This design comes from an exercise in tuning for small area, a short achievable clock period and few clock cycles per item on the open sky130 flow, not from production work. In this exercise RTL edits were held to simulation tests only and were not proved equivalent to the original. Power and IR drop assume default switching activity.

== north ==
==> flow/design.v <==
package tcprto_pkg;
  localparam int PRIM_W   = 25;
  localparam int FALL_W   = 24;
  localparam int TICK_W   = 24;
  localparam int STATE_W  = 32;
  localparam int SHIFT_W  = 3;
  localparam int IN_DATA_W  = 56;
  localparam int OUT_DATA_W = 88;
  localparam int CFG_IDX_W  = 2;
  localparam int CFG_DATA_W = 24;
  typedef enum logic [CFG_IDX_W-1:0] {
    REG_ALPHA_SHIFT = 2'd0,
    REG_BETA_SHIFT  = 2'd1,
    REG_CLOCK_GRAN  = 2'd2,
    REG_RTO_LIMIT   = 2'd3
  } cfg_reg_t;
  localparam logic [SHIFT_W-1:0] ALPHA_SHIFT_RST = 3'd3;
  localparam logic [SHIFT_W-1:0] BETA_SHIFT_RST  = 3'd2;
  localparam logic [TICK_W-1:0]  CLOCK_GRAN_RST  = 24'd1;
  localparam logic [TICK_W-1:0]  RTO_LIMIT_RST   = 24'd60;
  localparam int STATE_INIT_TICKS = 3;
endpackage
module tcp_rto_estimator_core #(
  parameter int TIME_BITS = 24,
  parameter int FRAC_BITS = 8
) (
  input  logic                                   clk,
  input  logic                                   rst_n,
  input  logic                                   in_tvalid,
  output logic                                   in_tready,
  input  logic [tcprto_pkg::IN_DATA_W-1:0]       in_tdata,
  output logic                                   out_tvalid,
  input  logic                                   out_tready,
  output logic [tcprto_pkg::OUT_DATA_W-1:0]      out_tdata,
  input  logic                                   cfg_valid,
  output logic                                   cfg_ready,
  input  logic [tcprto_pkg::CFG_IDX_W-1:0]       cfg_index,
  input  logic [tcprto_pkg::CFG_DATA_W-1:0]      cfg_data
);
  localparam int TW = tcprto_pkg::TICK_W;
  localparam int SW = tcprto_pkg::STATE_W;
  localparam logic [SW-1:0] STATE_INIT =
    SW'(tcprto_pkg::STATE_INIT_TICKS) << FRAC_BITS;
  function automatic logic [35:0] add36(input logic [35:0] a,
                                        input logic [35:0] b,
                                        input logic        ci);
    logic [35:0] p, g, pp, gg;
    begin
      p  = a ^ b;
      g  = a & b;
      gg = g;
      pp = p;
      gg[0] = g[0] | (p[0] & ci);
      for (int l = 0; l < 6; l++) begin
        for (int i = 0; i < 36; i++) begin
          if (((i >> l) & 1) == 1) begin
            gg[i] = gg[i] | (pp[i] & gg[((i >> l) << l) - 1]);
            pp[i] = pp[i] & pp[((i >> l) << l) - 1];
          end
        end
      end
      add36 = p ^ {gg[34:0], ci};
    end
  endfunction
  function automatic logic [61:0] cadd31(input logic [30:0] a,
                                         input logic [30:0] b);
    logic [30:0] p, g, pp, gg;
    begin
      p  = a ^ b;
      g  = a & b;
      gg = g;
      pp = p;
      for (int l = 0; l < 5; l++) begin
        for (int i = 0; i < 31; i++) begin
          if (((i >> l) & 1) == 1) begin
            gg[i] = gg[i] | (pp[i] & gg[((i >> l) << l) - 1]);
            pp[i] = pp[i] & pp[((i >> l) << l) - 1];
          end
        end
      end
      cadd31 = {p ^ {gg[29:0] | pp[29:0], 1'b1}, p ^ {gg[29:0], 1'b0}};
    end
  endfunction
  logic [tcprto_pkg::SHIFT_W-1:0] alpha_r;
  logic [tcprto_pkg::SHIFT_W-1:0] beta_r;
  logic [TW-1:0]                  gran_r;
  logic [TW-1:0]                  limit_r;
  logic [tcprto_pkg::SHIFT_W-1:0] alpha_n_r;
  logic [tcprto_pkg::SHIFT_W-1:0] beta_n_r;
  assign cfg_ready = 1'b1;
  always_ff @(posedge clk) begin
    if (!rst_n) begin
      alpha_r <= tcprto_pkg::ALPHA_SHIFT_RST;
      beta_r  <= tcprto_pkg::BETA_SHIFT_RST;
      alpha_n_r <= ~tcprto_pkg::ALPHA_SHIFT_RST;
      beta_n_r  <= ~tcprto_pkg::BETA_SHIFT_RST;
      gran_r  <= tcprto_pkg::CLOCK_GRAN_RST;
      limit_r <= tcprto_pkg::RTO_LIMIT_RST;
    end else if (cfg_valid) begin
      case (cfg_index)
        tcprto_pkg::REG_ALPHA_SHIFT: begin
          alpha_r   <= cfg_data[tcprto_pkg::SHIFT_W-1:0];
          alpha_n_r <= ~cfg_data[tcprto_pkg::SHIFT_W-1:0];
        end
        tcprto_pkg::REG_BETA_SHIFT: begin
          beta_r    <= cfg_data[tcprto_pkg::SHIFT_W-1:0];
          beta_n_r  <= ~cfg_data[tcprto_pkg::SHIFT_W-1:0];
        end
        tcprto_pkg::REG_CLOCK_GRAN:  gran_r  <= cfg_data[TW-1:0];
        default:                     limit_r <= cfg_data[TW-1:0];
      endcase
    end
  end
  logic v0_r, v1_r, vb_r, v2_r, v3_r, skid_v_r, rdy_r;
  logic adv, in_fire;
  assign adv       = !v3_r || out_tready;
  assign in_fire   = in_tvalid && rdy_r;
  assign in_tready = rdy_r;
  always_ff @(posedge clk) begin
    if (!rst_n) begin
      v0_r     <= 1'b0;
      v1_r     <= 1'b0;
      vb_r     <= 1'b0;
      v2_r     <= 1'b0;
      v3_r     <= 1'b0;
      skid_v_r <= 1'b0;
      rdy_r    <= 1'b1;
    end else if (adv) begin
      v0_r     <= skid_v_r || in_fire;
      v1_r     <= v0_r;
      vb_r     <= v1_r;
      v2_r     <= vb_r;
      v3_r     <= v2_r;
      skid_v_r <= 1'b0;
      rdy_r    <= 1'b1;
    end else if (in_fire) begin
      skid_v_r <= 1'b1;
      rdy_r    <= 1'b0;
    end
  end
  logic [TW-1:0] ticks_in;
  logic [TW-1:0] t0_r;
  logic [TW-1:0] skid_r;
  assign ticks_in = in_tdata[tcprto_pkg::PRIM_W-1] ?
                    in_tdata[tcprto_pkg::PRIM_W +: tcprto_pkg::FALL_W] :
                    in_tdata[TW-1:0];
  always_ff @(posedge clk) begin
    if (adv) t0_r <= skid_v_r ? skid_r : ticks_in;
    if (!skid_v_r) skid_r <= ticks_in;
  end
  logic [SW-1:0] srtt_r;
  logic [TW-1:0] t1_r;
  logic          ge1_r;
  logic [SW-1:0] m1, ms1, xs1, xlow_mask;
  logic          ge1, nz1;
  logic [SW-1:0] s1_s, s1_c;
  logic [61:0]   w1;
  logic [SW-1:0] srtt_nxt;
  always_comb begin
    m1        = {t0_r, 8'd0};
    ms1       = m1 >> ~alpha_n_r;
    xs1       = srtt_r >> alpha_r;
    xlow_mask = ~({SW{1'b1}} << alpha_r);
    ge1       = m1 >= srtt_r;
    nz1       = (srtt_r & xlow_mask) != '0;
    s1_s      = srtt_r ^ ~xs1 ^ ms1;
    s1_c      = (srtt_r & ~xs1) | (srtt_r & ms1) | (~xs1 & ms1);
    w1        = cadd31(s1_s[SW-1:1], s1_c[SW-2:0]);
    srtt_nxt[SW-1:1] = (!(ge1 && nz1) && s1_s[0]) ? w1[61:31] : w1[30:0];
    srtt_nxt[0]      = s1_s[0] ^ !(ge1 && nz1);
  end
  always_ff @(posedge clk) begin
    if (!rst_n) begin
      srtt_r <= STATE_INIT;
    end else if (adv && v0_r) begin
      srtt_r <= srtt_nxt;
    end
  end
  always_ff @(posedge clk) begin
    if (adv && v0_r) begin
      t1_r  <= t0_r;
      ge1_r <= ge1;
    end
  end
  logic [SW-1:0] dev_r;
  logic [SW-1:0] srttb_r;
  logic [SW-1:0] dev_nxt;
  always_comb begin
    dev_nxt = SW'(add36({4'd0, srtt_r ^ {SW{ge1_r}}},
                        {4'd0, {t1_r, 8'd0} ^ {SW{!ge1_r}}}, 1'b1));
  end
  always_ff @(posedge clk) begin
    if (adv && v1_r) begin
      dev_r   <= dev_nxt;
      srttb_r <= srtt_r;
    end
  end
  logic [SW-1:0] rttvar_r;
  logic [SW-1:0] srtt2_r;
  logic [SW-1:0] vs2, ds2, low_mask2, dl2, vl2;
  logic          ge2, lt2, gt2;
  logic [SW-1:0] s2_s, s2_c, rttvar_nxt;
  logic [61:0]   w2;
  logic          up2;
  always_comb begin
    vs2        = rttvar_r >> beta_r;
    ds2        = dev_r >> ~beta_n_r;
    low_mask2  = ~({SW{1'b1}} << beta_r);
    dl2        = dev_r & low_mask2;
    vl2        = rttvar_r & low_mask2;
    ge2        = dev_r >= rttvar_r;
    lt2        = dl2[6:0] < vl2[6:0];
    gt2        = dl2[6:0] > vl2[6:0];
    s2_s       = rttvar_r ^ ~vs2 ^ ds2;
    s2_c       = (rttvar_r & ~vs2) | (rttvar_r & ds2) | (~vs2 & ds2);
    w2         = cadd31(s2_s[SW-1:1], s2_c[SW-2:0]);
    up2        = ge2 ? (!lt2 && s2_s[0]) : (gt2 || s2_s[0]);
    rttvar_nxt[SW-1:1] = up2 ? w2[61:31] : w2[30:0];
    rttvar_nxt[0]      = s2_s[0] ^ !(ge2 ? lt2 : gt2);
  end
  always_ff @(posedge clk) begin
    if (!rst_n) begin
      rttvar_r <= STATE_INIT;
    end else if (adv && vb_r) begin
      rttvar_r <= rttvar_nxt;
    end
  end
  always_ff @(posedge clk) begin
    if (adv && vb_r) srtt2_r <= srttb_r;
  end
  logic          sel_g, nz3;
  logic [35:0]   fv3, a_s, a_c, a_sum, b_sum;
  logic [26:0]   r3;
  logic [TW-1:0] rto_nxt;
  logic [TW-1:0] rto_r;
  logic [SW-1:0] srtt_out_r;
  logic [SW-1:0] rttvar_out_r;
  always_comb begin
    sel_g = {2'b00, gran_r} > rttvar_r[SW-1:6];
    fv3   = {2'b00, rttvar_r, 2'b00};
    a_s   = {4'd0, srtt2_r} ^ fv3 ^ 36'd255;
    a_c   = ({4'd0, srtt2_r} & fv3) | ({4'd0, srtt2_r} & 36'd255) | (fv3 & 36'd255);
    a_sum = add36(a_s, {a_c[34:0], 1'b0}, 1'b0);
    nz3   = srtt2_r[7:0] != 8'd0;
    b_sum = add36({12'd0, srtt2_r[SW-1:8]}, {12'd0, gran_r}, nz3);
    r3    = sel_g ? b_sum[26:0] : a_sum[34:8];
    rto_nxt = (r3 > {3'd0, limit_r}) ? limit_r : r3[TW-1:0];
  end
  always_ff @(posedge clk) begin
    if (adv && v2_r) begin
      rto_r        <= rto_nxt;
      srtt_out_r   <= srtt2_r;
      rttvar_out_r <= rttvar_r;
    end
  end
  assign out_tvalid = v3_r;
  assign out_tdata  = {rttvar_out_r, srtt_out_r, rto_r};
endmodule
export LEC_CHECK = 0
export ABC_AREA = 1
export CAP_MARGIN = 20
export CORE_MARGIN = 2
export CORE_UTILIZATION = 40
export SLEW_MARGIN = 20
create_clock -name core_clock -period 16.0 [get_ports {clk}]
standard.sh (not shown) runs the stock make flow with config.mk's settings and CLKGATE_MAP_FILE= SYNTH_SCRIPT=/design/flow/synth_recipe.tcl, a recipe that flattens the netlist after the stock synthesis.
==> flow/flow/run.sh <==
#!/bin/bash
# standard layout; the resizer aims for setup slack well above zero, and the
# port buffers are the smallest plain buffer
bash standard.sh SETUP_SLACK_MARGIN=11.5 BUFFER_PORTS_ARGS="-buffer_cell sky130_fd_sc_hd__buf_1" finish > standard_flow.log 2>&1
north: PASS, flow complete, no timing, DRC or antenna violations
Testbench counts of north, summed over its fixed seeds: cycles 24,040, items 24,000.
The following lists how south was set up differently from north:
diff --git a/flow/design.v b/flow/design.v
--- a/flow/design.v
+++ b/flow/design.v
@@ -84,29 +84,19 @@
   logic [tcprto_pkg::SHIFT_W-1:0] alpha_r;
   logic [tcprto_pkg::SHIFT_W-1:0] beta_r;
   logic [TW-1:0]                  gran_r;
   logic [TW-1:0]                  limit_r;
-  logic [tcprto_pkg::SHIFT_W-1:0] alpha_n_r;
-  logic [tcprto_pkg::SHIFT_W-1:0] beta_n_r;
   assign cfg_ready = 1'b1;
   always_ff @(posedge clk) begin
     if (!rst_n) begin
       alpha_r <= tcprto_pkg::ALPHA_SHIFT_RST;
       beta_r  <= tcprto_pkg::BETA_SHIFT_RST;
-      alpha_n_r <= ~tcprto_pkg::ALPHA_SHIFT_RST;
-      beta_n_r  <= ~tcprto_pkg::BETA_SHIFT_RST;
       gran_r  <= tcprto_pkg::CLOCK_GRAN_RST;
       limit_r <= tcprto_pkg::RTO_LIMIT_RST;
     end else if (cfg_valid) begin
       case (cfg_index)
-        tcprto_pkg::REG_ALPHA_SHIFT: begin
-          alpha_r   <= cfg_data[tcprto_pkg::SHIFT_W-1:0];
-          alpha_n_r <= ~cfg_data[tcprto_pkg::SHIFT_W-1:0];
-        end
-        tcprto_pkg::REG_BETA_SHIFT: begin
-          beta_r    <= cfg_data[tcprto_pkg::SHIFT_W-1:0];
-          beta_n_r  <= ~cfg_data[tcprto_pkg::SHIFT_W-1:0];
-        end
+        tcprto_pkg::REG_ALPHA_SHIFT: alpha_r <= cfg_data[tcprto_pkg::SHIFT_W-1:0];
+        tcprto_pkg::REG_BETA_SHIFT:  beta_r  <= cfg_data[tcprto_pkg::SHIFT_W-1:0];
         tcprto_pkg::REG_CLOCK_GRAN:  gran_r  <= cfg_data[TW-1:0];
         default:                     limit_r <= cfg_data[TW-1:0];
       endcase
     end
@@ -157,9 +147,9 @@
   logic [61:0]   w1;
   logic [SW-1:0] srtt_nxt;
   always_comb begin
     m1        = {t0_r, 8'd0};
-    ms1       = m1 >> ~alpha_n_r;
+    ms1       = m1 >> alpha_r;
     xs1       = srtt_r >> alpha_r;
     xlow_mask = ~({SW{1'b1}} << alpha_r);
     ge1       = m1 >= srtt_r;
     nz1       = (srtt_r & xlow_mask) != '0;
@@ -203,9 +193,9 @@
   logic [61:0]   w2;
   logic          up2;
   always_comb begin
     vs2        = rttvar_r >> beta_r;
-    ds2        = dev_r >> ~beta_n_r;
+    ds2        = dev_r >> beta_r;
     low_mask2  = ~({SW{1'b1}} << beta_r);
     dl2        = dev_r & low_mask2;
     vl2        = rttvar_r & low_mask2;
     ge2        = dev_r >= rttvar_r;
@@ -227,11 +217,11 @@
   end
   always_ff @(posedge clk) begin
     if (adv && vb_r) srtt2_r <= srttb_r;
   end
-  logic          sel_g, nz3;
-  logic [35:0]   fv3, a_s, a_c, a_sum, b_sum;
-  logic [26:0]   r3;
+  logic          sel_g, nz3, gt_a, gt_b;
+  logic [35:0]   fv3, a_s, a_c, a_sum, b_sum, lim_a, ga_s, ga_c;
+  logic [25:0]   hb3, lim_b, gb_s, gb_c;
   logic [TW-1:0] rto_nxt;
   logic [TW-1:0] rto_r;
   logic [SW-1:0] srtt_out_r;
   logic [SW-1:0] rttvar_out_r;
@@ -240,12 +230,21 @@
     fv3   = {2'b00, rttvar_r, 2'b00};
     a_s   = {4'd0, srtt2_r} ^ fv3 ^ 36'd255;
     a_c   = ({4'd0, srtt2_r} & fv3) | ({4'd0, srtt2_r} & 36'd255) | (fv3 & 36'd255);
     a_sum = add36(a_s, {a_c[34:0], 1'b0}, 1'b0);
+    lim_a = {4'hf, ~limit_r, 8'hff};
+    ga_s  = {4'd0, srtt2_r} ^ fv3 ^ lim_a;
+    ga_c  = ({4'd0, srtt2_r} & fv3) | ({4'd0, srtt2_r} & lim_a) | (fv3 & lim_a);
+    gt_a  = 37'(ga_s) + 37'({ga_c, 1'b0}) >= 37'h10_0000_0000;
     nz3   = srtt2_r[7:0] != 8'd0;
-    b_sum = add36({12'd0, srtt2_r[SW-1:8]}, {12'd0, gran_r}, nz3);
-    r3    = sel_g ? b_sum[26:0] : a_sum[34:8];
-    rto_nxt = (r3 > {3'd0, limit_r}) ? limit_r : r3[TW-1:0];
+    hb3   = {2'b00, srtt2_r[SW-1:8]};
+    b_sum = add36({10'd0, hb3}, {12'd0, gran_r}, nz3);
+    lim_b = {2'b00, ~limit_r};
+    gb_s  = hb3 ^ {2'b00, gran_r} ^ lim_b;
+    gb_c  = (hb3 & {2'b00, gran_r}) | (hb3 & lim_b) | ({2'b00, gran_r} & lim_b);
+    gt_b  = 27'(gb_s) + 27'({gb_c, 1'b0}) + 27'(nz3) >= 27'h100_0000;
+    if (sel_g) rto_nxt = gt_b ? limit_r : b_sum[TW-1:0];
+    else       rto_nxt = gt_a ? limit_r : a_sum[31:8];
   end
   always_ff @(posedge clk) begin
     if (adv && v2_r) begin
       rto_r        <= rto_nxt;
[summary]
Both conditions hold for south: the flow ran to the end and the final layout passed the timing, design-rule and antenna checks.
Compared with north, south ends up with a larger final cell area.
Diff south and north: number of tap cells added at floorplan higher in south
Summary — sequential share of layout area, south relative to north: lower, by 1.5 points.
Going from north to south, the critical path depth in cells was found to have gone down by 22.
As of south, area after synthesis had risen by a few percent compared to north.
north consumes more power than south.
south has proportion of power drawn by the clock network below what north had.
met2 usage is higher on south
Going from north to south, wire length of the first global-routing pass grew by a few percent.
Taking north as the reference, in south final setup slack of the worst path increased by 52 ps relative to the old numbers, growth of design area from synthesis to finish lost 2.0 points, number of clock sinks dropped 1.5%.
Testbench counts of south, summed over its fixed seeds: cycles 24,040, items 24,000.

## static timing again, ports no longer ideal
The flow's constraints put no driver on any port. The routed layouts listed below were extracted and timed again, unchanged, in two steps.
Step 1 (the two cells are an assumption about what drives the block):
set clk [get_ports {clk}]
set_driving_cell -lib_cell sky130_fd_sc_hd__clkbuf_16 $clk
set_driving_cell -lib_cell sky130_fd_sc_hd__buf_2 [delete_from_list [all_inputs] $clk]
Step 2 moves the port delays by t, midway between the first and last clock arrival at a register: inputs arrive t later, outputs are due t later. That takes back most of the time a late clock gives input paths.
Three values: ideal ports, drivers, drivers and shift; two values: the first two.
run | shift t [ns] | setup WS [ns] | hold slack, ns | worst setup path after step 2 | worst data-port slew with drivers (ns)
north | 0.663 | 11.439 / 11.439 / 10.991 | 0.395 / 0.395 / 0.395 | input to register | 0.05
south | 0.663 | 11.490 / 11.428 / 11.014 | 0.398 / 0.398 / 0.398 | input to register | 0.11
After both steps setup and hold are still met in every run listed. For south, which loses most, drivers alone change the setup slack by -0.062 ns; drivers and shift together by -0.476 ns.
